This design comes from an exercise in tuning for small area and a short achievable clock period on the open sky130 flow, not from production work.
At most, simulation tests tie the RTL to the original design; equivalence was not proved.
The RTL of runs 2 and 3 was laid out without a check of its function.
The flow treats the clock pin as an ideal source, which a real chip does not have.
Power figures rest on the tool's default switching activity, not on a simulated workload.

## flow/design.v

```verilog
module ibuffer_pack #(
  parameter int DATA_WIDTH = 64,
  parameter int BEATS      = 2,
  parameter int DEPTH      = 16,
  parameter int DEST_WIDTH = 4,
  localparam int BEAT_W    = DATA_WIDTH + 7,
  localparam int WORD_W    = BEATS * BEAT_W
) (
  input  logic                  clk,
  input  logic                  reset,
  input  logic                  i_valid,
  input  logic                  i_sop,
  input  logic                  i_eop,
  input  logic                  i_error,
  input  logic [2:0]            i_empty,
  input  logic [DATA_WIDTH-1:0] i_data,
  output logic                  o_ready,
  output logic                  o_valid,
  output logic [WORD_W-1:0]     o_data,
  output logic [DEST_WIDTH-1:0] o_dest,
  input  logic                  i_ready,
  output logic                  o_sop_err
);
  localparam int UW = BEAT_W - 1;    
  localparam int LW = BEAT_W - 2;    
  localparam int EOP = UW - 2;       
  localparam int RD = DEPTH - 1;     
  logic [DEPTH-1:0] occ_q, occ_d;
  logic             full_q, rdy_q, nrdy_q, nrdy_d;
  logic             slot_q, sop_err_q;
  logic [RD-1:0]    wen_q, wen_d, rptr_q;
  logic [RD-1:0][UW-1:0] ram_up_q;
  logic [RD-1:0][LW-1:0] ram_lo_q;
  logic [UW-1:0]         hd_up_q;
  logic [LW-1:0]         hd_lo_q;
  logic                  hd_lv_q, hd_lv_d;
  logic [UW-1:0] beat_up, rd_up, hd_up_d;
  logic [LW-1:0] beat_lo, rd_lo, hd_lo_d;
  logic          valid, two;
  logic          accept, sec, push, pop, to_head, ram_push, ram_pop, hd_en, up_wr;
  assign rdy_q     = !full_q;
  assign valid     = occ_q[0];
  assign two       = occ_q[1];
  assign o_ready   = !nrdy_q;
  assign o_valid   = valid;
  assign o_data    = {1'b1, hd_up_q, hd_lv_q, 1'b0, hd_lo_q};
  assign o_dest    = o_data[WORD_W-8 -: DEST_WIDTH];
  assign o_sop_err = sop_err_q;
  assign beat_up  = {i_sop, i_eop, i_empty, i_error, i_data};
  assign sec      = slot_q && !i_sop;
  assign beat_lo  = sec ? {i_eop, i_empty, i_error, i_data} : '0;
  assign accept   = i_valid && rdy_q;
  assign push     = accept && (i_eop || sec);
  assign pop      = valid && i_ready;
  assign to_head  = push && (!valid || (!two && pop));
  assign ram_push = push && !to_head;
  assign ram_pop  = pop && two;
  assign hd_en    = !valid || i_ready;
  assign up_wr    = !slot_q || (i_valid && i_sop);
  always_comb begin
    rd_up = '0;
    rd_lo = '0;
    for (int i = 0; i < RD; i++) begin
      rd_up = rd_up | (ram_up_q[i] & {UW{rptr_q[i]}});
      rd_lo = rd_lo | (ram_lo_q[i] & {LW{rptr_q[i]}});
    end
    hd_up_d = (two || sec) ? rd_up : beat_up;
    hd_lo_d = two ? rd_lo : beat_lo;
    hd_lv_d = two ? !rd_up[EOP] : sec;
  end
  always_comb begin
    occ_d = occ_q;
    if (push && !pop)      occ_d = {occ_q[DEPTH-2:0], 1'b1};
    else if (pop && !push) occ_d = {1'b0, occ_q[DEPTH-1:1]};
    if (full_q)          wen_d = pop ? rptr_q : '0;
    else if (ram_push)   wen_d = (occ_q[DEPTH-2] && !pop) ? '0 : {wen_q[RD-2:0], wen_q[RD-1]};
    else                 wen_d = wen_q;
    nrdy_d = full_q ? !pop : (occ_q[DEPTH-2] && push && !pop);
  end
  always_ff @(posedge clk or posedge reset) begin
    if (reset) begin
      occ_q     <= '0;
      full_q    <= 1'b0;
      nrdy_q    <= 1'b0;
      slot_q    <= 1'b0;
      sop_err_q <= 1'b0;
      wen_q     <= RD'(1);
      rptr_q    <= RD'(1);
    end else begin
      occ_q     <= occ_d;
      full_q    <= occ_d[DEPTH-1];
      nrdy_q    <= nrdy_d;
      sop_err_q <= accept && i_sop && slot_q;
      if (accept) slot_q <= !push;
      wen_q     <= wen_d;
      if (ram_pop)  rptr_q <= {rptr_q[RD-2:0], rptr_q[RD-1]};
    end
  end
  always_ff @(posedge clk) begin
    for (int i = 0; i < RD; i++) begin
      if (wen_q[i]) begin
        if (up_wr) ram_up_q[i] <= beat_up;
        ram_lo_q[i] <= beat_lo;
      end
    end
    if (hd_en) begin
      hd_up_q <= hd_up_d;
      hd_lo_q <= hd_lo_d;
      hd_lv_q <= hd_lv_d;
    end
  end
endmodule
```

## flow/flow/run.sh

```bash
#!/bin/bash
# Standard ORFS layout, with three changes:
#  * port buffers are sky130_fd_sc_hd__buf_4 (buffer_ports -buffer_cell) instead of the
#    default choice (a slow delay buffer);
#  * after global placement, flow/post_gpl.tcl moves each output port's buffer next to the
#    register that drives it, then places the pins again;
#  * after CTS, flow/post_cts.tcl rebuilds the top of the clock tree (see clk_eco.tcl).
# Each tool's output goes to the ORFS logs under orfs/logs; make's own output to run_make.log.
set -euo pipefail
W=$(pwd)
cat >> "$W/config.mk" <<EOT
export POST_GLOBAL_PLACE_TCL = $W/flow/post_gpl.tcl
export POST_CTS_TCL = $W/flow/post_cts.tcl
export BUFFER_PORTS_ARGS = -buffer_cell sky130_fd_sc_hd__buf_4
EOT
bash standard.sh finish > "$W/run_make.log" 2>&1
```

## flow/flow/clk_eco.tcl

```tcl
set blk [ord::get_db_block]
set clk_port_net [[$blk findBTerm clk] getNet]

proc out_net {inst} {
  foreach it [$inst getITerms] { if {[$it isOutputSignal]} { return [$it getNet] } }
  return "NULL"
}
proc is_reg_clk {it} {
  set inst [$it getInst]
  if {[[$inst getMaster] isSequential]} { return 1 }
  return 0
}

# Walk the clock tree from the port: collect leaves (buffers driving register clock pins)
# and upper cells (everything else in the tree above the leaves).
set leaves {}
set upper {}
set upper_nets {}
set todo [list $clk_port_net]
while {[llength $todo]} {
  set net [lindex $todo 0]; set todo [lrange $todo 1 end]
  foreach it [$net getITerms] {
    if {![$it isInputSignal]} continue
    set inst [$it getInst]
    if {[[$inst getMaster] isSequential]} continue
    set on [out_net $inst]
    if {$on eq "NULL"} { lappend upper $inst; continue }
    set leaf 0
    foreach it2 [$on getITerms] {
      if {[$it2 isInputSignal] && [[[$it2 getInst] getMaster] isSequential]} { set leaf 1; break }
    }
    if {$leaf} { lappend leaves $inst } else { lappend upper $inst; lappend upper_nets $on; lappend todo $on }
  }
}
puts "clock eco: [llength $leaves] leaf buffers, [llength $upper] upper cells"

set die [$blk getDieArea]
set cx [expr {([$die xMin] + [$die xMax]) / 2}]
set cy [expr {([$die yMin] + [$die yMax]) / 2}]
array set grp {}
foreach l $leaves {
  set loc [$l getLocation]
  set q [expr {([lindex $loc 0] >= $cx ? 1 : 0) + ([lindex $loc 1] >= $cy ? 2 : 0)}]
  lappend grp($q) $l
}

set master [[ord::get_db] findMaster sky130_fd_sc_hd__buf_16]
foreach q [lsort [array names grp]] {
  set sx 0; set sy 0; set n 0
  foreach l $grp($q) { set loc [$l getLocation]; incr sx [lindex $loc 0]; incr sy [lindex $loc 1]; incr n }
  set net [odb::dbNet_create $blk "clknet_eco_$q"]
  $net setSigType CLOCK
  set b [odb::dbInst_create $blk $master "clkbuf_eco_$q"]
  $b setSourceType TIMING
  [$b findITerm A] connect $clk_port_net
  [$b findITerm X] connect $net
  $b setLocation [expr {$sx / $n}] [expr {$sy / $n}]
  $b setPlacementStatus PLACED
  foreach l $grp($q) {
    set a [$l findITerm A]
    $a disconnect
    $a connect $net
  }
  puts "clock eco: quadrant $q buffer drives $n leaves"
}
foreach u $upper { odb::dbInst_destroy $u }
foreach n $upper_nets { if {[llength [$n getITerms]] == 0} { odb::dbNet_destroy $n } }
```

## flow/flow/post_cts.tcl

```tcl
# Runs at the end of ORFS's CTS step (POST_CTS_TCL): replace the top of the clock tree by
# four port-driven quadrant buffers, then repair setup and hold again around the new tree.
source [file join [file dirname [info script]] clk_eco.tcl]
set_propagated_clock [all_clocks]
estimate_parasitics -placement
detailed_placement
estimate_parasitics -placement
report_clock_latency
repair_timing_helper
# A fresh call of repair_timing gets further than the first one stopped, so call it again.
repair_timing_helper -setup
repair_timing_helper -setup
repair_timing_helper -hold
detailed_placement
check_placement -verbose
estimate_parasitics -placement
report_clock_latency
report_worst_slack
```

## flow/flow/post_gpl.tcl

```tcl
# Runs at the end of ORFS's global placement (POST_GLOBAL_PLACE_TCL): put each output port's
# buffer next to the cell that drives it, so that the register driving an output sees a short
# wire and the (stronger) port buffer drives the long wire to the pin. Detailed placement
# legalizes the moved buffers afterwards.
set blk [ord::get_db_block]
set moved 0
foreach bt [$blk getBTerms] {
  if {[$bt getIoType] ne "OUTPUT"} continue
  set net [$bt getNet]
  set buf ""
  foreach it [$net getITerms] { if {[$it isOutputSignal]} { set buf [$it getInst] } }
  if {$buf eq ""} continue
  set in [$buf findITerm A]
  if {$in eq "NULL"} continue
  set drv ""
  foreach it [[$in getNet] getITerms] { if {[$it isOutputSignal]} { set drv [$it getInst] } }
  if {$drv eq ""} continue
  set loc [$drv getLocation]
  $buf setLocation [lindex $loc 0] [lindex $loc 1]
  incr moved
}
puts "post_gpl: moved $moved output buffers next to their drivers"

# Place the pins again, now that the cells (and the moved port buffers) have their places, so
# each pin sits near the cell it connects to. Same layers as ORFS's own pin placement step.
set hl met3; set vl met2
if {[info exists ::env(IO_PLACER_H)]} { set hl $::env(IO_PLACER_H) }
if {[info exists ::env(IO_PLACER_V)]} { set vl $::env(IO_PLACER_V) }
place_pins -hor_layers $hl -ver_layers $vl
```

## flow/standard.sh

```bash
#!/bin/bash
# synth_recipe.tcl (not shown) runs the flow's synth.tcl, then flattens the netlist and writes it again
# the make line also repeats each setting of config.mk as NAME=value (left out here)
make -C /OpenROAD-flow-scripts/flow DESIGN_CONFIG=/design/flow/config.mk WORK_HOME=/design/flow/orfs CLKGATE_MAP_FILE= SYNTH_SCRIPT=/design/flow/synth_recipe.tcl "${@:-finish}"
```

## flow/config.mk

```make
export PLATFORM = sky130hd
export DESIGN_NAME = ibuffer_pack
export DESIGN_NICKNAME = ibuffer_pack
export VERILOG_FILES = /design/flow/design.v
export SDC_FILE = /design/flow/constraint.sdc
export NUM_CORES = 4
export LEC_CHECK = 0
export CAP_MARGIN = 20
export CORE_MARGIN = 2
export CORE_UTILIZATION = 60
export CTS_CLUSTER_DIAMETER = 90
export CTS_CLUSTER_SIZE = 28
export PLACE_DENSITY = 0.7
export SETUP_SLACK_MARGIN = 3.3
export SLEW_MARGIN = 20
export POST_GLOBAL_PLACE_TCL = /design/flow/flow/post_gpl.tcl
export POST_CTS_TCL = /design/flow/flow/post_cts.tcl
export BUFFER_PORTS_ARGS = -buffer_cell sky130_fd_sc_hd__buf_4
```

## flow/constraint.sdc

```tcl
create_clock -name core_clock -period 5.5 [get_ports {clk}]
set_input_delay 1.1000 -clock core_clock [delete_from_list [all_inputs] [get_ports {clk}]]
set_output_delay 1.1000 -clock core_clock [all_outputs]
set_load 0.01 [all_outputs]
```

==> results of run 1 <==
==> cell usage in the layout, fill, tap and decap left out, types with 95 or more instances in the layout <==
| cell | Yosys | layout |
|---|---|---|
| buf_6 | 1 | 154 |
| nor2_1 | 151 | 137 |
| edfxtp_1 | 2225 | 2225 |
| a22o_1 | 154 | 154 |
| buf_4 | 7 | 158 |
| a22oi_1 | 626 | 624 |
| nand4_1 | 138 | 138 |
| a221oi_1 | 141 | 140 |
| nand3_1 | 138 | 138 |
| nand2_1 | 99 | 95 |
==> cell type report, clock buffers not listed <==
class                           count  area share, %
Sequential cell                  2274           75.2
Clock inverter                      2         0.0249
Antenna cell                       13         0.0359
Inverter                            6         0.0290
Timing Repair Buffer              396           5.33
Multi-Input combinational cell   1821           14.4
Tap cell                         1781           2.46
==> registers in the layout, indices dropped and copies added (netlist names) <==
name,count
ram_up_q,1050
ram_lo_q,1035
hd_up_q,70
hd_lo_q,69
occ_q,16
rptr_q,15
wen_q,15
hd_lv_q,1
nrdy_q,1
slot_q,1
sop_err_q,1
==> power groups by stage <==
stage,registers [mW],logic [mW],clock network (mW)
finish,20.0,3.36,7.72
floorplan,20.5,1.08,0
detailed placement,20.3,2.83,0
global placement,20.5,2.58,0
global route,20.1,3.54,8.23
==> path summary, 6_finish.rpt <==
check / slack (ns) / cells past startpoint / startpoint / to
worst max-delay path: 3.24 / 1 / hd_up_q[60]$_DFFE_PP_ / o_dest[0]
worst min-delay path: 0.57 / 2 / occ_q[7]$_DFFE_PP0P_ / occ_q[7]$_DFFE_PP0P_
worst max register to register: 3.30 / 1 / wen_q[0]$_DFFE_PP1P_ / ram_lo_q[7]$_DFFE_PP_
worst min register to register: 0.57 / 2 / occ_q[7]$_DFFE_PP0P_ / occ_q[7]$_DFFE_PP0P_
max in group asynchronous: 4.23 / 3 / reset / rptr_q[13]$_DFFE_PP0P_
min in group asynchronous: 0.74 / 3 / reset / occ_q[15]$_DFFE_PP0P_
==> metrics by stage <==
stage	instance area [um2]	setup slack, ns	power, mW	cells
6_report	90600	3.24	31.1	6414
5_1_grt	90600	3.22	31.8	6401
3_5_place_dp	85700	1.98	23.2	6177
3_3_place_gp	85700	1.95	23.1	6176
2_1_floorplan	82400	2.60	21.6	4397
==> kinds of logic (layout without fill, tap and decap cells) <==
logic type	Yosys count	in the layout	share of synthesized area (%)
adder cells (fa/ha/maj)	2	2	0.0305
flip-flops	2274	2274	83.0
multiplexers	30	30	0.458
AND/OR/NAND/NOR	618	621	3.76
buffers and inverters	305	525	1.53
AO/OA/AOI/OAI	1166	1166	11.2
other	2	15	0.00917
==> routing by layer <==
metal	part of all wire [%]	global-route usage [%]	vias to the layer above	wire (um)
met2	47	52.6	3454	111000
li1	-	-	18600	-
met3	13	4.82	397	29700
met1	36	47.8	24100	85400
met4	3.6	10.0	4	8480
met5	0.012	0	-	29
==> flow_metrics.py, run 1 <==
metrics = {
    "drt": {
        "vias": 46600,
        "drt_iter0_markers": 8382,
        "routed_wl_mm": 235,
        "drc": 0,
        "vias_per_cell": 7.26,
        "postRouteAntennaNets": 0,
        "first_pass_iters": 9,
        "wl_per_cell_um": 36.6,
    },
    "min_path": {
        "hold_class": "flop to flop",
    },
    "finish": {
        "final_nets": 4661,
        "area_growth_pct": 10.6,
        "multi_input_area_um2": 13000,
        "seq_area_um2": 68200,
        "final_core_util_pct": 66.9,
        "fillers": 8783,
        "drive_gt1_share_pct": 14.3,
    },
    "worst_setup_path": {
        "critPathTopFamily": "flip-flops",
        "worstPathRequired_ns": 4.40,
        "crit_path_end_kind": "output pin",
        "slowest_stage": "edfxtp_1",
        "start_kind": "flop",
        "crit_fanout": 2,
        "cp_num_buf_inv": 1,
        "criticalPathCategory": "flop to output pin",
        "slowest_delay_ns": 0.46,
        "crit_chain": "buf_6",
        "crit_arrival_ns": 1.16,
    },
    "global_route": {
        "grt_util_all_layers_pct": 32.9,
        "grt_pass1_vias": 43700,
        "antenna_found_initial": 24,
        "grt_max_degree": 93,
        "gr-total-overflow": 0,
        "grt_pass1_wl_mm": 327,
    },
    "pwr": {
        "seq_power_share_pct": 64.4,
        "p_int_mw": 24.1,
        "combPwrFrac_pct": 10.8,
        "pwr-share-clk_pct": 24.8,
        "power_leakage_nw": 27.8,
        "ir_worst_vdd_uv": 394,
        "switchingPower_mw": 7.03,
        "swShare_pct": 22.6,
        "p_per_area_nw_per_um2": 343,
    },
    "synthesis": {
        "synth_edf_count": 2225,
        "synthDistinctLibCells": 39,
        "synth_area_um2": 81900,
        "synth.avg_cell_area_um2": 18.6,
        "async_reset_ff_share_pct": 2.15,
        "synth_nets": 4473,
        "synth_top_area_cell": "edfxtp_1",
        "yosysTopAreaCellShare_pct": 81.5,
        "yosys.cell_count.top_type": "edfxtp_1",
        "synth_warnings": 1,
        "synth_cells": 4397,
        "ys_ff_latch": 2274,
        "synth_flop_cell": "edfxtp_1",
        "synth.top_cells.by_area": "edfxtp_1 (82%), a22oi_1 (5.7%), a22o_1 (1.6%)",
        "netlist_top_cells_count": "edfxtp_1 (2225), a22oi_1 (626), clkbuf_1 (165), a22o_1 (154), nor2_1 (151)",
        "seq_area_frac_synth_pct": 83.0,
    },
    "floorplanning": {
        "core_um2": 135000,
        "die_w_um": 374,
        "dieHeight_um": 374,
        "dieArea_um2": 140000,
        "start_util_pct": 60.5,
        "rows": 135,
        "ios": 223,
    },
    "run_status": {
        "status": "complete, no violations",
    },
    "timing": {
        "final-hold-violation-count": 0,
        "rsz0062_at_grt": "yes",
        "report.final.slew_viol_count": 0,
        "setup_viol": 0,
        "setup_tns_ns": 0,
        "final.setup_skew_ns": 0.0678,
        "period_needed_ns": 2.26,
        "worst_pin_slew_ns": 1.04,
        "timing.fmax_mhz": 442,
        "finalCritPeriodShare_pct": 41.2,
        "slew_headroom_pct": 30.4,
        "timing.hold.ws_ns": 0.565,
    },
    "cts": {
        "clk_latency_ns": 0.59,
        "cts_tree": "yes",
        "path_clk_slew_ns": 0.11,
        "cts_num_sinks": 2274,
    },
    "place": {
        "portBuffers": 220,
        "dp_hpwl_mm": 109,
    },
    "run": {
        "max_cap_viol_count": 0,
    },
}
==> run 2: changes to the inputs <==
--- a/flow/design.v
+++ b/flow/design.v
@@ -36,2 +36,3 @@
   logic                  hd_lv_q, hd_lv_d;
+  logic [DEST_WIDTH-1:0] hd_dest_q, hd_dest_d;
   logic [UW-1:0] beat_up, rd_up, hd_up_d;
@@ -46,3 +47,4 @@
   assign o_data    = {1'b1, hd_up_q, hd_lv_q, 1'b0, hd_lo_q};
-  assign o_dest    = o_data[WORD_W-8 -: DEST_WIDTH];
+  localparam int DLSB = WORD_W - 8 - DEST_WIDTH + 1 - BEAT_W;   
+  assign o_dest    = hd_dest_q;
   assign o_sop_err = sop_err_q;
@@ -69,2 +71,4 @@
     hd_lv_d = two ? !rd_up[EOP] : sec;
+    hd_dest_d = two ? rd_up[DLSB +: DEST_WIDTH]
+                    : (sec ? rd_up[DLSB +: DEST_WIDTH] : beat_up[DLSB +: DEST_WIDTH]);
   end
@@ -109,2 +113,3 @@
       hd_lv_q <= hd_lv_d;
+      hd_dest_q <= hd_dest_d;
     end
==> flow_metrics.py, run 2 <==
metrics = {
    "synthesis": {
        "synth_area_um2": 82100,
        "async_reset_ff_share_pct": 2.15,
        "synth_flop_cell": "edfxtp_1",
        "synth_edf_count": 2229,
        "synth.top_cells.by_area": "edfxtp_1 (82%), a22oi_1 (5.7%), a22o_1 (1.6%)",
        "synth_cells": 4407,
        "synth_warnings": 1,
        "seq_area_frac_synth_pct": 83.0,
        "synthDistinctLibCells": 40,
        "synth_nets": 4483,
        "ys_ff_latch": 2278,
        "yosys.cell_count.top_type": "edfxtp_1",
        "netlist_top_cells_count": "edfxtp_1 (2229), a22oi_1 (624), clkbuf_1 (168), a22o_1 (154), nor2_1 (154)",
        "yosysTopAreaCellShare_pct": 81.6,
        "synth_top_area_cell": "edfxtp_1",
        "synth.avg_cell_area_um2": 18.6,
    },
    "run_status": {
        "status": "complete, no violations",
    },
    "finish": {
        "instances_no_fill": 6403,
        "largest_reg_flops": 1050,
        "final_nets": 4679,
        "area_growth_pct": 10.6,
        "multi_input_area_um2": 13000,
        "top_register": "ram_up_q",
        "fillers": 8694,
        "final_common_cell": "edfxtp_1",
        "drive_gt1_share_pct": 14.2,
        "seq_area_um2": 68300,
        "reg_top3": "ram_up_q (1050), ram_lo_q (1035), hd_up_q (70)",
        "layout_common_cells": "edfxtp_1 (2229), a22oi_1 (624), buf_6 (161)",
    },
    "place": {
        "numPlacedInstances": 6187,
        "portBuffers": 220,
        "dp_hpwl_mm": 111,
    },
    "worst_setup_path": {
        "crit_fanout": 4,
        "criticalPathCategory": "flop to flop",
        "cp_num_buf_inv": 2,
        "slowest_stage": "a222oi_1",
        "slowest_delay_ns": 0.76,
        "start_kind": "flop",
        "crit_arrival_ns": 2.57,
        "crit_chain": "buf_12 -> buf_16 -> a222oi_1 -> nand3_1 -> nor2_1 -> a21oi_1",
        "crit_path_end_kind": "flop",
        "worstPathRequired_ns": 5.80,
        "critPathTopFamily": "compound AO/OA/AOI/OAI gates",
    },
    "timing": {
        "slew_headroom_pct": 23.5,
        "final.setup_skew_ns": 0.0469,
        "finalCritPeriodShare_pct": 41.2,
        "period_needed_ns": 2.27,
        "setup_tns_ns": 0,
        "worst_pin_slew_ns": 1.15,
        "setup_viol": 0,
        "rsz0062_at_grt": "yes",
        "timing.fmax_mhz": 441,
        "report.final.slew_viol_count": 0,
        "final-hold-violation-count": 0,
    },
    "drt": {
        "wl_met2_mm": 113,
        "wl_per_cell_um": 38.2,
        "first_pass_iters": 9,
        "top_layer": "met5",
        "drt_iter0_markers": 9111,
        "vias": 47300,
        "routed_wl_mm": 244,
        "met3WireLength_mm": 35.8,
        "vias_per_cell": 7.39,
        "drc": 0,
        "postRouteAntennaNets": 0,
        "met1_length_mm": 84.8,
    },
    "global_route": {
        "gr-total-overflow": 0,
        "grt_max_degree": 93,
        "grt_pass1_vias": 45000,
        "grt_pass1_wl_mm": 336,
        "grt_util_all_layers_pct": 34.0,
        "antenna_found_initial": 27,
    },
    "cts": {
        "cts_num_sinks": 2278,
        "clk_latency_ns": 0.56,
        "path_clk_slew_ns": 0.11,
        "cts_tree": "yes",
    },
    "floorplanning": {
        "start_util_pct": 60.5,
        "rows": 135,
        "dieHeight_um": 374,
        "core_um2": 136000,
        "dieArea_um2": 140000,
        "die_w_um": 374,
        "ios": 223,
    },
    "pwr": {
        "p_per_area_nw_per_um2": 344,
        "power_leakage_nw": 27.9,
        "ir_worst_vdd_uv": 357,
    },
    "run": {
        "max_cap_viol_count": 0,
    },
    "min_path": {
        "hold_class": "flop to flop",
    },
}
-- run 2: area by class of cell, clock buffers not listed --
class	count	area share, %
repair buffers	395	5.44
multi-input cells	1836	14.4
clock inverters	1	0.0179
flip-flops and latches	2278	75.2
diodes	4	0.0110
well taps	1781	2.45
inverters	6	0.0289
-- run 2: where the power goes --
group	internal (mW)	leakage, nW	switching (mW)
logic	1.47	6.52	2.07
clock network	2.88	1.09	4.79
registers	19.8	20.3	0.285
total	24.1	27.9	7.15
-- run 2: final timing paths --
kind,from,slack [ns],cells past startpoint,to
max in group asynchronous,reset,4.20,3,rptr_q[6]$_DFFE_PP0P_
worst min register to register,occ_q[5]$_DFFE_PP0P_,0.53,2,occ_q[5]$_DFFE_PP0P_
worst min-delay path,occ_q[5]$_DFFE_PP0P_,0.53,2,occ_q[5]$_DFFE_PP0P_
worst max-delay path,rptr_q[4]$_DFFE_PP0P_,3.23,6,hd_up_q[43]$_DFFE_PP_
worst max register to register,rptr_q[4]$_DFFE_PP0P_,3.23,6,hd_up_q[43]$_DFFE_PP_
min in group asynchronous,reset,0.76,3,occ_q[11]$_DFFE_PP0P_
-- run 2: through the flow --
step	hold WS (ns)	power, mW	utilization (%)	setup WS, ns	instance area [um2]
floorplan	0.472	21.6	-	2.60	82300
global placement	0.506	23.2	63.2	1.59	85800
detailed placement	0.502	23.2	63.2	1.56	85800
global route	0.555	32.0	66.9	3.23	90800
finish	0.530	31.3	66.9	3.23	90800
-- run 2: cells by family after synthesis --
kind of cell	count (synthesis)	share of synthesized area, %
simple gates	623	3.77
fa+ha+maj	2	0.0305
buf+inv	302	1.52
other cells	2	0.00915
mux	30	0.457
compound gates	1170	11.2
flops	2278	83.0
-- run 2: worst reg2reg max path, cell delays in order, from the launching register on --
cell,delay (ns)
dfrtp_4,0.58
buf_12,0.17
buf_16,0.11
a222oi_1,0.76
nand3_1,0.15
nor2_1,0.18
a21oi_1,0.09
-- run 2: per-layer routing --
metal	GRT usage [%]	up-vias
li1	-	18600
met1	48.5	24100
met2	53.9	4053
met3	5.99	527
met4	11.8	8
met5	0	-
==> run 3: changes to the inputs <==
--- a/flow/flow/post_gpl.tcl
+++ b/flow/flow/post_gpl.tcl
@@ -29 +29,23 @@
 place_pins -hor_layers $hl -ver_layers $vl
+
+# Then move each output's driving register, with its port buffer, half way towards the pin:
+# the register's inputs have more timing slack than the path from it to the pin.
+foreach bt [$blk getBTerms] {
+  if {[$bt getIoType] ne "OUTPUT"} continue
+  set net [$bt getNet]
+  set buf ""
+  foreach it [$net getITerms] { if {[$it isOutputSignal]} { set buf [$it getInst] } }
+  if {$buf eq ""} continue
+  set in [$buf findITerm A]
+  if {$in eq "NULL"} continue
+  set drv ""
+  foreach it [[$in getNet] getITerms] { if {[$it isOutputSignal]} { set drv [$it getInst] } }
+  if {$drv eq ""} continue
+  if {![[$drv getMaster] isSequential]} continue
+  set bb [$bt getBBox]
+  set loc [$drv getLocation]
+  set x [expr {([lindex $loc 0] + [$bb xMin]) / 2}]
+  set y [expr {([lindex $loc 1] + [$bb yMin]) / 2}]
+  $drv setLocation $x $y
+  $buf setLocation $x $y
+}
==> flow_metrics.py, run 3 <==
metrics = {
    "finish": {
        "largest_reg_flops": 1050,
        "top_register": "ram_up_q",
        "final_nets": 4693,
        "fillers": 8721,
        "layout_common_cells": "edfxtp_1 (2229), a22oi_1 (624), buf_4 (161), buf_6 (161), a22o_1 (154)",
        "final_common_cell": "edfxtp_1",
        "multi_input_area_um2": 13100,
        "seq_area_um2": 68300,
        "drive_gt1_share_pct": 14.7,
        "area_growth_pct": 10.8,
        "final_cell_area_um2": 90900,
        "reg_top3": "ram_up_q (1050), ram_lo_q (1035), hd_up_q (70)",
    },
    "global_route": {
        "grt_use_met2_pct": 53.9,
        "gr-total-overflow": 0,
        "use_met3_pct": 6.56,
        "antenna_found_initial": 27,
        "busiest_layer": "met2",
        "grt_max_degree": 75,
        "grt_util_all_layers_pct": 34.1,
        "gr-usage-met1_pct": 48.3,
        "grt_pass1_vias": 45200,
        "grt_pass1_wl_mm": 337,
    },
    "synthesis": {
        "synth_nets": 4483,
        "yosysTopAreaCellShare_pct": 81.6,
        "synth.top_cells.by_area": "edfxtp_1 (82%), a22oi_1 (5.7%), a22o_1 (1.6%)",
        "ys_ff_latch": 2278,
        "synth_top_area_cell": "edfxtp_1",
        "synth_cells": 4407,
        "async_reset_ff_share_pct": 2.15,
        "synth.avg_cell_area_um2": 18.6,
        "synth_flop_cell": "edfxtp_1",
        "synth_area_um2": 82100,
        "seq_area_frac_synth_pct": 83.0,
        "synthDistinctLibCells": 40,
        "yosys.cell_count.top_type": "edfxtp_1",
        "netlist_top_cells_count": "edfxtp_1 (2229), a22oi_1 (624), clkbuf_1 (168), a22o_1 (154), nor2_1 (154)",
        "synth_edf_count": 2229,
        "synth_warnings": 1,
    },
    "floorplanning": {
        "dieHeight_um": 374,
        "die_w_um": 374,
        "dieArea_um2": 140000,
        "core_um2": 136000,
        "rows": 135,
        "start_util_pct": 60.5,
        "ios": 223,
    },
    "pwr": {
        "switchingPower_mw": 7.14,
        "p_per_area_nw_per_um2": 344,
        "ir_worst_vdd_uv": 384,
        "combPwrFrac_pct": 11.2,
        "p_int_mw": 24.2,
        "swShare_pct": 22.8,
        "power_leakage_nw": 28.0,
        "pwr-share-clk_pct": 24.7,
        "seq_power_share_pct": 64.1,
        "power.total_mw": 31.3,
    },
    "worst_setup_path": {
        "crit_fanout": 32,
        "criticalPathCategory": "flop to flop",
        "start_kind": "flop",
        "crit_path_end_kind": "flop",
        "slowest_stage": "dfrtp_4",
        "crit_chain": "nor2b_4 -> buf_4",
        "cp_num_buf_inv": 1,
        "worstPathRequired_ns": 5.70,
        "critPathTopFamily": "flip-flops",
        "crit_arrival_ns": 2.47,
        "slowest_delay_ns": 0.91,
    },
    "cts": {
        "clk_latency_ns": 0.58,
        "path_clk_slew_ns": 0.11,
        "cts_num_sinks": 2278,
        "cts_tree": "yes",
    },
    "timing": {
        "report.final.slew_viol_count": 0,
        "rsz0062_at_grt": "yes",
        "setup_viol": 0,
        "period_needed_ns": 2.27,
        "timing.fmax_mhz": 441,
        "slew_headroom_pct": 22.1,
        "finalCritPeriodShare_pct": 41.3,
        "final.setup_skew_ns": 0.0432,
        "worst_pin_slew_ns": 1.17,
        "setup_tns_ns": 0,
        "final-hold-violation-count": 0,
    },
    "place": {
        "portBuffers": 220,
        "dp_hpwl_mm": 110,
        "placed_area_um2": 85800,
    },
    "drt": {
        "vias_per_cell": 7.30,
        "wl_per_cell_um": 37.6,
        "drt_iter0_markers": 8672,
        "postRouteAntennaNets": 0,
        "first_pass_iters": 9,
        "drc": 0,
        "routed_wl_mm": 242,
        "vias": 46900,
    },
    "min_path": {
        "hold_class": "flop to flop",
    },
    "run": {
        "max_cap_viol_count": 0,
    },
    "run_status": {
        "status": "complete, no violations",
    },
}
==> run 3: changes by cell type in the layout (fill, tap and decap cells not counted), sizes merged <==
cell      change
buf          +17
clkbuf        -3
bufbuf        -2
diode         +5
inv           +1
clkinv        +2
or2           +1
clkinvlp      +1
==> run 3: cell families after synthesis <==
kind of cell,synth area share [%]
flip-flops,83.0
AO/OA/AOI/OAI,11.2
AND/OR/NAND/NOR,3.77
buffers and inverters,1.52
multiplexers,0.457
adder cells (fa/ha/maj),0.0305
other,0.00915
==> run 3: worst paths after layout <==
kind,start,endpoint,slack (ns),cells past startpoint
min in group asynchronous,reset,sop_err_q$_DFF_PP0_,0.75,3
setup / recovery,wen_q[2]$_DFFE_PP0P_,ram_up_q[156]$_DFFE_PP_,3.23,2
hold / removal,occ_q[4]$_DFFE_PP0P_,occ_q[4]$_DFFE_PP0P_,0.53,2
max in group asynchronous,reset,rptr_q[6]$_DFFE_PP0P_,4.22,3
setup reg to reg,wen_q[2]$_DFFE_PP0P_,ram_up_q[156]$_DFFE_PP_,3.23,2
hold reg to reg,occ_q[4]$_DFFE_PP0P_,occ_q[4]$_DFFE_PP0P_,0.53,2
==> run 3: worst register-to-register path, cell delays in order, from the launching register on <==
cell and delay, ns:
dfrtp_4 0.91, nor2b_4 0.44, buf_4 0.53
==> run 3: final cells by class, clock buffers not listed <==
| class | instances | area share (%) |
|---|---|---|
| well taps | 1781 | 2.45 |
| clock inverters | 5 | 0.0660 |
| diodes | 9 | 0.0248 |
| repair buffers | 407 | 5.46 |
| inverters | 6 | 0.0289 |
| flip-flops and latches | 2278 | 75.1 |
| multi-input cells | 1837 | 14.4 |
==> run 3: power by group through the flow <==
stage                     registers (mW)  logic, mW  clock network [mW]
after floorplan                     20.6       1.04                   0
after global placement              20.6       2.62                   0
after detailed placement            20.3       2.87                   0
after global routing                20.1       3.67                8.31
final                               20.1       3.50                7.74
==> run 3: per-stage QoR <==
step / utilization, % / std cells / setup WS [ns] / hold WS [ns]
global placement: 63.2 / 6187 / 1.59 / 0.506
detailed placement: 63.2 / 6187 / 1.55 / 0.505
global route: 67.0 / 6418 / 3.22 / 0.547
floorplan: - / 4407 / 2.60 / 0.472
finish: 67.0 / 6425 / 3.23 / 0.534
==> run 3: routing by layer <==
layer	wire [um]	up-vias
met1	86700	24100
met4	8520	8
li1	-	18700
met3	33300	459
met2	113000	3610
met5	57	-
==> run 4: changes to the inputs <==
--- a/flow/design.v
+++ b/flow/design.v
@@ -36,3 +36,2 @@
   logic                  hd_lv_q, hd_lv_d;
-  logic [DEST_WIDTH-1:0] hd_dest_q, hd_dest_d;
   logic [UW-1:0] beat_up, rd_up, hd_up_d;
@@ -47,4 +46,3 @@
   assign o_data    = {1'b1, hd_up_q, hd_lv_q, 1'b0, hd_lo_q};
-  localparam int DLSB = WORD_W - 8 - DEST_WIDTH + 1 - BEAT_W;   
-  assign o_dest    = hd_dest_q;
+  assign o_dest    = o_data[WORD_W-8 -: DEST_WIDTH];
   assign o_sop_err = sop_err_q;
@@ -71,4 +69,2 @@
     hd_lv_d = two ? !rd_up[EOP] : sec;
-    hd_dest_d = two ? rd_up[DLSB +: DEST_WIDTH]
-                    : (sec ? rd_up[DLSB +: DEST_WIDTH] : beat_up[DLSB +: DEST_WIDTH]);
   end
@@ -113,3 +109,2 @@
       hd_lv_q <= hd_lv_d;
-      hd_dest_q <= hd_dest_d;
     end
==> flow_metrics.py, run 4 <==
metrics = {
    "global_route": {
        "antenna_found_initial": 19,
        "grt_pass1_wl_mm": 327,
        "gr-total-overflow": 0,
        "grt_util_all_layers_pct": 33.0,
        "grt_max_degree": 93,
        "grt_pass1_vias": 44300,
    },
    "timing": {
        "finalCritPeriodShare_pct": 41.1,
        "period_needed_ns": 2.26,
        "slew_headroom_pct": 27.1,
        "setup_tns_ns": 0,
        "setup_viol": 0,
        "timing.fmax_mhz": 442,
        "final.setup_skew_ns": 0.0414,
        "report.final.slew_viol_count": 0,
        "rsz0062_at_grt": "yes",
        "timing.hold.ws_ns": 0.564,
        "worst_pin_slew_ns": 1.09,
        "final-hold-violation-count": 0,
    },
    "finish": {
        "fillers": 8687,
        "area_growth_pct": 10.9,
        "final_common_cell": "edfxtp_1",
        "final_nets": 4671,
        "reg_top3": "ram_up_q (1050), ram_lo_q (1035), hd_up_q (70)",
        "layout_common_cells": "edfxtp_1 (2225), a22oi_1 (624), buf_4 (157)",
        "drive_gt1_share_pct": 14.6,
        "largest_reg_flops": 1050,
        "top_register": "ram_up_q",
    },
    "drt": {
        "routed_wl_mm": 236,
        "drc": 0,
        "vias_per_cell": 7.24,
        "postRouteAntennaNets": 0,
        "wl_per_cell_um": 36.8,
        "first_pass_iters": 6,
        "vias": 46400,
        "drt_iter0_markers": 8037,
    },
    "synthesis": {
        "synthDistinctLibCells": 39,
        "yosysTopAreaCellShare_pct": 81.5,
        "seq_area_frac_synth_pct": 83.0,
        "synth_area_um2": 81900,
        "synth_flop_cell": "edfxtp_1",
        "synth_nets": 4473,
        "synth_cells": 4397,
        "synth.top_cells.by_area": "edfxtp_1 (82%), a22oi_1 (5.7%), a22o_1 (1.6%)",
        "yosys.cell_count.top_type": "edfxtp_1",
        "async_reset_ff_share_pct": 2.15,
        "synth_edf_count": 2225,
        "netlist_top_cells_count": "edfxtp_1 (2225), a22oi_1 (626), clkbuf_1 (165), a22o_1 (154), nor2_1 (151)",
        "synth_top_area_cell": "edfxtp_1",
        "synth_warnings": 1,
        "synth.avg_cell_area_um2": 18.6,
        "ys_ff_latch": 2274,
    },
    "worst_setup_path": {
        "crit_fanout": 2,
        "criticalPathCategory": "flop to output pin",
        "cp_num_buf_inv": 1,
        "crit_path_end_kind": "output pin",
        "crit_arrival_ns": 1.16,
        "crit_chain": "buf_6",
        "worstSetupStartpoint": "hd_up_q[60]$_DFFE_PP_",
        "start_kind": "flop",
        "critPathTopFamily": "flip-flops",
        "slowest_stage": "edfxtp_1",
        "slowest_delay_ns": 0.46,
        "worstPathRequired_ns": 4.40,
        "regToRegStartpoint": "wen_q[0]$_DFFE_PP1P_",
    },
    "pwr": {
        "switchingPower_mw": 7.07,
        "pwr-share-clk_pct": 24.8,
        "seq_power_share_pct": 64.3,
        "ir_worst_vdd_uv": 382,
        "swShare_pct": 22.7,
        "p_int_mw": 24.1,
        "p_per_area_nw_per_um2": 343,
        "combPwrFrac_pct": 10.9,
        "power_leakage_nw": 27.9,
    },
    "min_path": {
        "hold_class": "flop to flop",
        "min-delay-start": "occ_q[11]$_DFFE_PP0P_",
    },
    "floorplanning": {
        "dieArea_um2": 140000,
        "start_util_pct": 60.5,
        "dieHeight_um": 374,
        "ios": 223,
        "rows": 135,
        "die_w_um": 374,
        "core_um2": 135000,
    },
    "cts": {
        "cts_tree": "yes",
        "path_clk_slew_ns": 0.11,
        "cts_num_sinks": 2274,
        "clk_latency_ns": 0.58,
    },
    "place": {
        "portBuffers": 220,
        "dp_hpwl_mm": 109,
    },
    "run_status": {
        "status": "complete, no violations",
    },
    "run": {
        "max_cap_viol_count": 0,
    },
}
## run 4: cell count changes after synthesis, moves of 2 or more
cell      change
edfxtp_1      -4
buf_4         +4
nor2_1        -3
nand2_1       -3
a22oi_1       +2
a21oi_1       -6
buf_2        -15
buf_1        +17
clkbuf_1      -3
## run 4: metal layers
metal / routed length, um / share of wire [%] / vias up / global-route usage (%)
met3: 31100 / 13 / 414 / 5.95
met2: 111000 / 47 / 3603 / 52.1
met4: 8800 / 3.7 / 4 / 11.1
met1: 85200 / 36 / 23800 / 47.1
li1: - / - / 18600 / -
met5: 23 / 0.0097 / - / 0
## run 4: cells by family after synthesis
| kind of cell | after synthesis | synth area share [%] |
|---|---|---|
| AO/OA/AOI/OAI | 1166 | 11.2 |
| adder cells (fa/ha/maj) | 2 | 0.0305 |
| buffers and inverters | 305 | 1.53 |
| flip-flops | 2274 | 83.0 |
| multiplexers | 30 | 0.458 |
| other | 2 | 0.00917 |
| AND/OR/NAND/NOR | 618 | 3.76 |
## run 4: power by group through the flow
stage | clock network (mW) | registers, mW | logic (mW)
global route | 8.27 | 20.1 | 3.55
finish | 7.74 | 20.0 | 3.39
floorplan | 0 | 20.5 | 1.08
global placement | 0 | 20.5 | 2.58
detailed placement | 0 | 20.3 | 2.82
## run 4: metrics by stage
| stage | area (um2) | utilization [%] | power, mW | worst slack [ns] | cells |
|---|---|---|---|---|---|
| after floorplan | 82400 | - | 21.6 | 2.60 | 4397 |
| after global placement | 85700 | 63.3 | 23.1 | 1.95 | 6176 |
| after detailed placement | 85700 | 63.3 | 23.2 | 1.93 | 6177 |
| after global routing | 90800 | 67.0 | 31.9 | 3.20 | 6410 |
| final | 90800 | 67.1 | 31.1 | 3.24 | 6414 |
## run 4: cell type report, clock buffers not listed
class | count | area [um2] | share of cell area [%]
Timing Repair Buffer | 406 | 5040 | 5.54
Inverter | 6 | 26.3 | 0.0289
Antenna cell | 4 | 10.0 | 0.0110
Tap cell | 1781 | 2230 | 2.45
Clock inverter | 3 | 30.0 | 0.0331
Sequential cell | 2274 | 68200 | 75.0
Multi-Input combinational cell | 1821 | 13100 | 14.4
## run 4: final timing paths
| check | end | slack (ns) | depth (start not counted) |
|---|---|---|---|
| max in group asynchronous | rptr_q[13]$_DFFE_PP0P_ | 4.23 | 3 |
| max reg2reg | ram_lo_q[13]$_DFFE_PP_ | 3.28 | 1 |
| min in group asynchronous | occ_q[0]$_DFFE_PP0P_ | 0.73 | 3 |
| min reg2reg | occ_q[11]$_DFFE_PP0P_ | 0.56 | 2 |
| max | o_data[131] | 3.24 | 1 |
| min | occ_q[11]$_DFFE_PP0P_ | 0.56 | 2 |
==> run 5: changes to the inputs <==
--- a/flow/flow/clk_eco.tcl
+++ b/flow/flow/clk_eco.tcl
@@ -1 +1,4 @@
+# Rebuild the top of the clock tree: the clock port drives 4 new buffers, one per quarter of
+# the leaf buffers that CTS made, each driving the leaf buffers of its quarter directly. This removes
+# the root and intermediate levels of the CTS tree; leaf buffers and their sinks are unchanged.
 set blk [ord::get_db_block]
@@ -36,10 +39,15 @@
 
-set die [$blk getDieArea]
-set cx [expr {([$die xMin] + [$die xMax]) / 2}]
-set cy [expr {([$die yMin] + [$die yMax]) / 2}]
+# Split the leaves into four groups of equal size (halves by x, then each half by y), so the
+# four buffers carry the same load.
+proc by_x {a b} { expr {[lindex [$a getLocation] 0] - [lindex [$b getLocation] 0]} }
+proc by_y {a b} { expr {[lindex [$a getLocation] 1] - [lindex [$b getLocation] 1]} }
+set sx [lsort -command by_x $leaves]
+set h [expr {[llength $sx] / 2}]
 array set grp {}
-foreach l $leaves {
-  set loc [$l getLocation]
-  set q [expr {([lindex $loc 0] >= $cx ? 1 : 0) + ([lindex $loc 1] >= $cy ? 2 : 0)}]
-  lappend grp($q) $l
+set q 0
+foreach half [list [lrange $sx 0 [expr {$h-1}]] [lrange $sx $h end]] {
+  set sy [lsort -command by_y $half]
+  set h2 [expr {[llength $sy] / 2}]
+  set grp($q) [lrange $sy 0 [expr {$h2-1}]]; incr q
+  set grp($q) [lrange $sy $h2 end]; incr q
 }
--- a/flow/flow/post_gpl.tcl
+++ b/flow/flow/post_gpl.tcl
@@ -29,23 +29 @@
 place_pins -hor_layers $hl -ver_layers $vl
-
-# Then move each output's driving register, with its port buffer, half way towards the pin:
-# the register's inputs have more timing slack than the path from it to the pin.
-foreach bt [$blk getBTerms] {
-  if {[$bt getIoType] ne "OUTPUT"} continue
-  set net [$bt getNet]
-  set buf ""
-  foreach it [$net getITerms] { if {[$it isOutputSignal]} { set buf [$it getInst] } }
-  if {$buf eq ""} continue
-  set in [$buf findITerm A]
-  if {$in eq "NULL"} continue
-  set drv ""
-  foreach it [[$in getNet] getITerms] { if {[$it isOutputSignal]} { set drv [$it getInst] } }
-  if {$drv eq ""} continue
-  if {![[$drv getMaster] isSequential]} continue
-  set bb [$bt getBBox]
-  set loc [$drv getLocation]
-  set x [expr {([lindex $loc 0] + [$bb xMin]) / 2}]
-  set y [expr {([lindex $loc 1] + [$bb yMin]) / 2}]
-  $drv setLocation $x $y
-  $buf setLocation $x $y
-}
==> flow_metrics.py, run 5 <==
metrics = {
    "drt": {
        "drc": 0,
        "wl_per_cell_um": 36.6,
        "postRouteAntennaNets": 0,
        "first_pass_iters": 8,
        "routed_wl_mm": 234,
        "drt_iter0_markers": 8418,
        "vias_per_cell": 7.22,
        "vias": 46200,
    },
    "worst_setup_path": {
        "slowest_delay_ns": 0.46,
        "slowest_stage": "edfxtp_1",
        "criticalPathCategory": "flop to output pin",
        "start_kind": "flop",
        "critPathTopFamily": "flip-flops",
        "crit_fanout": 2,
        "crit_chain": "buf_6",
        "worstPathRequired_ns": 4.40,
        "cp_num_buf_inv": 1,
        "crit_path_end_kind": "output pin",
        "crit_arrival_ns": 1.19,
    },
    "timing": {
        "setup_tns_ns": 0,
        "rsz0062_at_grt": "yes",
        "timing.hold.ws_ns": 0.566,
        "report.final.slew_viol_count": 0,
        "final.setup_skew_ns": 0.0398,
        "final-hold-violation-count": 0,
        "finalCritPeriodShare_pct": 41.7,
        "slew_headroom_pct": 28.8,
        "timing.fmax_mhz": 436,
        "period_needed_ns": 2.29,
        "worst_pin_slew_ns": 1.07,
        "setup_viol": 0,
    },
    "finish": {
        "largest_reg_flops": 1050,
        "reg_top3": "ram_up_q (1050), ram_lo_q (1035), hd_up_q (70)",
        "final_nets": 4661,
        "final_common_cell": "edfxtp_1",
        "area_growth_pct": 10.5,
        "top_register": "ram_up_q",
        "drive_gt1_share_pct": 14.4,
        "final_cell_area_um2": 90600,
        "layout_common_cells": "edfxtp_1 (2225), a22oi_1 (624), buf_6 (158)",
        "instances_no_fill": 6402,
    },
    "floorplanning": {
        "die_w_um": 374,
        "dieArea_um2": 140000,
        "rows": 135,
        "ios": 223,
        "core_um2": 135000,
        "dieHeight_um": 374,
        "start_util_pct": 60.5,
    },
    "pwr": {
        "ir_worst_vdd_uv": 376,
        "p_per_area_nw_per_um2": 343,
        "power_leakage_nw": 27.8,
    },
    "synthesis": {
        "synth_area_um2": 81900,
        "async_reset_ff_share_pct": 2.15,
        "synthDistinctLibCells": 39,
        "netlist_top_cells_count": "edfxtp_1 (2225), a22oi_1 (626), clkbuf_1 (165), a22o_1 (154), nor2_1 (151)",
        "synth.avg_cell_area_um2": 18.6,
        "synth_top_area_cell": "edfxtp_1",
        "synth_cells": 4397,
        "synth_edf_count": 2225,
        "synth_nets": 4473,
        "synth.top_cells.by_area": "edfxtp_1 (82%), a22oi_1 (5.7%), a22o_1 (1.6%)",
        "ys_ff_latch": 2274,
        "synth_warnings": 1,
        "yosys.cell_count.top_type": "edfxtp_1",
        "synth_flop_cell": "edfxtp_1",
        "seq_area_frac_synth_pct": 83.0,
        "yosysTopAreaCellShare_pct": 81.5,
    },
    "run": {
        "max_cap_viol_count": 0,
    },
    "place": {
        "numPlacedInstances": 6177,
        "placed_area_um2": 85700,
        "dp_hpwl_mm": 109,
        "portBuffers": 220,
    },
    "global_route": {
        "grt_pass1_vias": 43800,
        "grt_pass1_wl_mm": 325,
        "grt_max_degree": 93,
        "gr-usage-met1_pct": 47.0,
        "use_met3_pct": 6.40,
        "grt_util_all_layers_pct": 32.8,
        "busiest_layer": "met2",
        "grt_use_met2_pct": 52.1,
        "gr-total-overflow": 0,
        "antenna_found_initial": 24,
    },
    "cts": {
        "clk_latency_ns": 0.57,
        "cts_tree": "yes",
        "path_clk_slew_ns": 0.11,
        "cts_num_sinks": 2274,
    },
    "min_path": {
        "hold_class": "flop to flop",
    },
    "run_status": {
        "status": "complete, no violations",
    },
}
## run 5: cell type report, clock buffers not listed
class                           instances  area [um2]
Inverter                                6        26.3
Tap cell                             1781        2230
Fill cell                            8787       44900
Sequential cell                      2274       68200
Antenna cell                            1        2.50
Multi-Input combinational cell       1821       13000
Clock inverter                          2        22.5
Timing Repair Buffer                  396        4790
## run 5: power breakdown
group	total [mW]	leakage (nW)	internal (mW)	switching, mW
clock	7.72	1.12	2.93	4.79
combinational	3.37	6.45	1.43	1.94
sequential	20.0	20.2	19.7	0.301
total	31.1	27.8	24.1	7.03
## run 5: worst paths after layout
kind                                       startpoint                      to  slack (ns)  cells after the start
worst max-delay path            hd_up_q[60]$_DFFE_PP_             o_data[131]        3.21                      1
worst min-delay path             occ_q[7]$_DFFE_PP0P_    occ_q[7]$_DFFE_PP0P_        0.57                      2
max in group asynchronous                       reset  rptr_q[13]$_DFFE_PP0P_        4.26                      3
worst min register to register   occ_q[7]$_DFFE_PP0P_    occ_q[7]$_DFFE_PP0P_        0.57                      2
worst max register to register   wen_q[0]$_DFFE_PP1P_  ram_lo_q[13]$_DFFE_PP_        3.27                      1
min in group asynchronous                       reset    occ_q[7]$_DFFE_PP0P_        0.72                      3
## run 5: routing by layer
metal	wire, um	up-vias
met4	8490	10
met2	111000	3460
met3	31800	420
met1	83200	23700
li1	-	18600
met5	76	-
## run 5: cells by family (layout without fill, tap and decap cells)
kind of cell | count (synthesis) | after routing | share of synthesized area, %
multiplexers | 30 | 30 | 0.458
AND/OR/NAND/NOR | 618 | 621 | 3.76
other | 2 | 3 | 0.00917
AO/OA/AOI/OAI | 1166 | 1166 | 11.2
adder cells (fa/ha/maj) | 2 | 2 | 0.0305
flip-flops | 2274 | 2274 | 83.0
buffers and inverters | 305 | 525 | 1.53
## run 5: per-stage QoR
step                      util (%)  worst slack (ns)  total power, mW
after detailed placement      63.3              1.98             23.2
after floorplan                  -              2.60             21.6
final                         66.9              3.21             31.1
after global routing          66.9              3.20             31.8
after global placement        63.3              1.95             23.1

==> re-timing with driven ports <==
The flow's constraints put no driver on any port. The routed layouts listed below were extracted and timed again, unchanged, in two steps. Step 1 (the two cells are an assumption about what drives the block):
set clk [get_ports {clk}]
set_driving_cell -lib_cell sky130_fd_sc_hd__clkbuf_16 $clk
set_driving_cell -lib_cell sky130_fd_sc_hd__buf_2 [delete_from_list [all_inputs] $clk]
Step 2 also shifts input and output timing later by t, the mid clock arrival at the registers, as if the neighbouring blocks saw the same clock. a / b / c = no drivers / after step 1 / after step 2; a / b = the first two.
run	t (ns)	slack for setup (ns)	worst setup path at the end	worst register clock-pin slew, ns
run 1	0.735	3.235 / 3.056 / 2.744	input to register	0.12 / 0.12
run 2	0.717	3.232 / 3.078 / 2.675	input to register	0.12 / 0.12
run 3	0.730	3.230 / 3.077 / 2.654	input to register	0.11 / 0.11
run 4	0.739	3.239 / 3.059 / 2.664	input to register	0.11 / 0.11
run 5	0.730	3.208 / 3.025 / 2.708	input to register	0.12 / 0.12
After both steps setup and hold are still met in every run listed. The setup slack of run 3, which loses most, moves by -0.153 ns with the drivers and by -0.576 ns with both steps.
